Source: an optimization exercise on an open RTL-to-GDS flow (aim: small area). Production flows keep margins and buffers that such runs may drop. Only simulation tests tie the RTL to the original design; equivalence was not proved. Power and IR drop assume default switching activity.

## range_gen_2d
module range_gen_2d (
  input  logic         clk,
  input  logic         reset,
  input  logic         start,
  input  logic [W-1:0] x_tag,
  input  logic [W-1:0] y_tag,
  input  logic [W-1:0] x0,
  input  logic [W-1:0] x1,
  input  logic [W-1:0] x2,
  input  logic [W-1:0] x3,
  input  logic [W-1:0] y0,
  input  logic [W-1:0] y1,
  input  logic [W-1:0] y2,
  input  logic [W-1:0] y3,
  output logic         busy,
  output logic         done,
  output logic [W-1:0] r0,
  output logic [W-1:0] r1,
  output logic [W-1:0] r2,
  output logic [W-1:0] r3,
  output logic [3:0]   ovf
);
Size: roughly 300 flip-flops, about 11000 sq um of cells after synthesis.
export LEC_CHECK = 0
export CAP_MARGIN = 20
export CORE_MARGIN = 2
export CORE_UTILIZATION = 40
export SLEW_MARGIN = 20
create_clock -name core_clock -period 13.0 [get_ports {clk}]
standard.sh (not shown) runs the stock make flow with config.mk's settings and CLKGATE_MAP_FILE= SYNTH_SCRIPT=/design/flow/synth_recipe.tcl, a recipe that flattens the netlist after the stock synthesis.
==> flow/flow/run.sh <==
#!/bin/bash
# Standard layout with three changes to how it is made:
#  - synthesis maps logic with an area-oriented ABC script (flow/abc_area.script)
#    in place of ORFS's speed script; everything else in synthesis is unchanged;
#  - ports are buffered with the smallest buffer (buf_1);
#  - the clock tree uses small buffers and no dummy loads.
set -euo pipefail
here=$(pwd)
rm -rf "$here/scripts_local"
cp -r "$FLOW_HOME/scripts" "$here/scripts_local"
cp "$here/flow/abc_area.script" "$here/scripts_local/abc_speed.script"
export SCRIPTS_DIR="$here/scripts_local"
export BUFFER_PORTS_ARGS="-buffer_cell sky130_fd_sc_hd__buf_1"
export CTS_ARGS="-sink_clustering_enable -repair_clock_nets -buf_list sky130_fd_sc_hd__clkbuf_8 -sink_clustering_size 16 -sink_clustering_max_diameter 50 -dont_use_dummy_load"
bash standard.sh > standard.log 2>&1
==> flow/flow/abc_area.script <==
strash
dc2
dch
amap
The baseline produced a clean layout.
Change:
==> flow/flow/run.sh (replaced) <==
#!/bin/bash
# Standard layout, with small port buffers and a clock tree of small
# buffers without dummy loads.
set -euo pipefail
export BUFFER_PORTS_ARGS="-buffer_cell sky130_fd_sc_hd__buf_1"
export CTS_ARGS="-sink_clustering_enable -repair_clock_nets -buf_list sky130_fd_sc_hd__clkbuf_4 -sink_clustering_size 10 -sink_clustering_max_diameter 40 -dont_use_dummy_load"
bash standard.sh > standard.log 2>&1
removed: flow/flow/abc_area.script
After rerunning:
- The new run completed with no timing, DRC or antenna violations
- wire length went up by a little under a tenth
- sequential cell count is unchanged
- cell area grows by a few percent
- clock-buffer cell count rises by 11
- clock power fell by about a fifth
- utilization falls by 1.3 points
- maximum frequency rose by a few percent
Change:
==> flow/flow/run.sh (replaced) <==
#!/bin/bash
# Standard layout with three changes to how it is made:
#  - synthesis maps logic with an area-oriented ABC script (flow/abc_area.script)
#    in place of ORFS's speed script; everything else in synthesis is unchanged;
#  - ports are buffered with the smallest buffer (buf_1);
#  - the clock tree uses small buffers and no dummy loads.
set -euo pipefail
here=$(pwd)
rm -rf "$here/scripts_local"
cp -r "$FLOW_HOME/scripts" "$here/scripts_local"
cp "$here/flow/abc_area.script" "$here/scripts_local/abc_speed.script"
export SCRIPTS_DIR="$here/scripts_local"
export BUFFER_PORTS_ARGS="-buffer_cell sky130_fd_sc_hd__buf_1"
export CTS_ARGS="-sink_clustering_enable -repair_clock_nets -buf_list {sky130_fd_sc_hd__clkbuf_4 sky130_fd_sc_hd__clkbuf_8} -sink_clustering_size 12 -sink_clustering_max_diameter 45 -dont_use_dummy_load"
bash standard.sh > standard.log 2>&1
==> flow/flow/abc_area.script (new file) <==
strash
dc2
dch
amap
Effect:
- clock skew goes down by 0.036 ns
- sequential share of layout area rises by 1.9 points
- setup slack degrades by 0.22 ns
- non-clock buffer count rose by 3
- synthesized area falls by 7.8%
- register-to-register slack is worse by 0.22 ns
- sequential power stays flat

========
Starting RTL as in the previous note.
Settings: LEC_CHECK=0, CAP_MARGIN=20, CORE_MARGIN=2, CORE_UTILIZATION=40, SLEW_MARGIN=20; clock period 13.0 ns.
==> flow/flow/run.sh <==
#!/bin/bash
# Standard layout with three changes to how it is made:
#  - synthesis maps logic with an area-oriented ABC script (flow/abc_area.script)
#    in place of ORFS's speed script; everything else in synthesis is unchanged;
#  - ports are buffered with the smallest buffer (buf_1);
#  - the clock tree uses small buffers and no dummy loads.
set -euo pipefail
here=$(pwd)
rm -rf "$here/scripts_local"
cp -r "$FLOW_HOME/scripts" "$here/scripts_local"
cp "$here/flow/abc_area.script" "$here/scripts_local/abc_speed.script"
export SCRIPTS_DIR="$here/scripts_local"
export BUFFER_PORTS_ARGS="-buffer_cell sky130_fd_sc_hd__buf_1"
export CTS_ARGS="-sink_clustering_enable -repair_clock_nets -buf_list sky130_fd_sc_hd__clkbuf_4 -sink_clustering_size 10 -sink_clustering_max_diameter 40 -dont_use_dummy_load"
bash standard.sh > standard.log 2>&1
==> flow/flow/abc_area.script <==
strash
dc2
dch
amap
Change:
--- a/flow/flow/run.sh
+++ b/flow/flow/run.sh
@@ -14 +14 @@
-export CTS_ARGS="-sink_clustering_enable -repair_clock_nets -buf_list sky130_fd_sc_hd__clkbuf_4 -sink_clustering_size 10 -sink_clustering_max_diameter 40 -dont_use_dummy_load"
+export CTS_ARGS="-sink_clustering_enable -repair_clock_nets -buf_list sky130_fd_sc_hd__clkbuf_4 -sink_clustering_size 8 -sink_clustering_max_diameter 35 -dont_use_dummy_load"
Outcome: The new run produced a clean layout. Via count does not change. Worst setup slack loses 0.0051 ns. Clock skew went up by 0.0041 ns. Register-to-register slack stays flat. Synthesized area stays the same. Routed wire length hardly moves. Core utilization grows by 0.26 points. Total power rises slightly. First-iteration DRC count rose by a few percent. Hold slack improved by 0.0069 ns. Design area came out higher slightly.
Change:
==> flow/flow/run.sh (replaced) <==
#!/bin/bash
# Standard layout, with small port buffers and a clock tree of small
# buffers without dummy loads.
set -euo pipefail
export BUFFER_PORTS_ARGS="-buffer_cell sky130_fd_sc_hd__buf_1"
export CTS_ARGS="-sink_clustering_enable -repair_clock_nets -buf_list sky130_fd_sc_hd__clkbuf_8 -sink_clustering_size 20 -sink_clustering_max_diameter 60 -dont_use_dummy_load"
bash standard.sh > standard.log 2>&1
removed: flow/flow/abc_area.script
- The changed run completed without violations
- design area is higher by a few percent
- combinational power is higher by a little under a tenth
- non-clock buffer count is lower by 3
- first-iteration DRC count is higher by a quarter to a third
- clock skew is lower by 0.0065 ns

[re-timing with driven ports]
In the flow no input, the clock included, has a driving cell. The finished layouts below were timed again as built, in two steps. Step 1, drivers: a clkbuf_16 drives clk and a buf_2 each remaining input, both assumed. Step 2 times the ports against the registers' clock, not the clock port: input delays grow and output delays shrink by t, the midpoint of the rising clock arrivals with the driver on. Three values: ideal, step 1, step 2; two values: the first two.
run	shift t [ns]	setup WS [ns]	worst setup path at the end
the first run of note 1	0.556	4.185 / 4.185 / 4.185	register to register
the second run of note 1	0.695	4.437 / 4.437 / 4.437	register to register
the third run of note 1	0.560	4.217 / 4.217 / 4.217	register to register
the first run of note 2	0.671	4.183 / 4.183 / 4.183	register to register
the second run of note 2	0.675	4.178 / 4.178 / 4.178	register to register
the third run of note 2	0.583	4.434 / 4.434 / 4.434	register to register
After both steps every run listed still meets setup and hold.
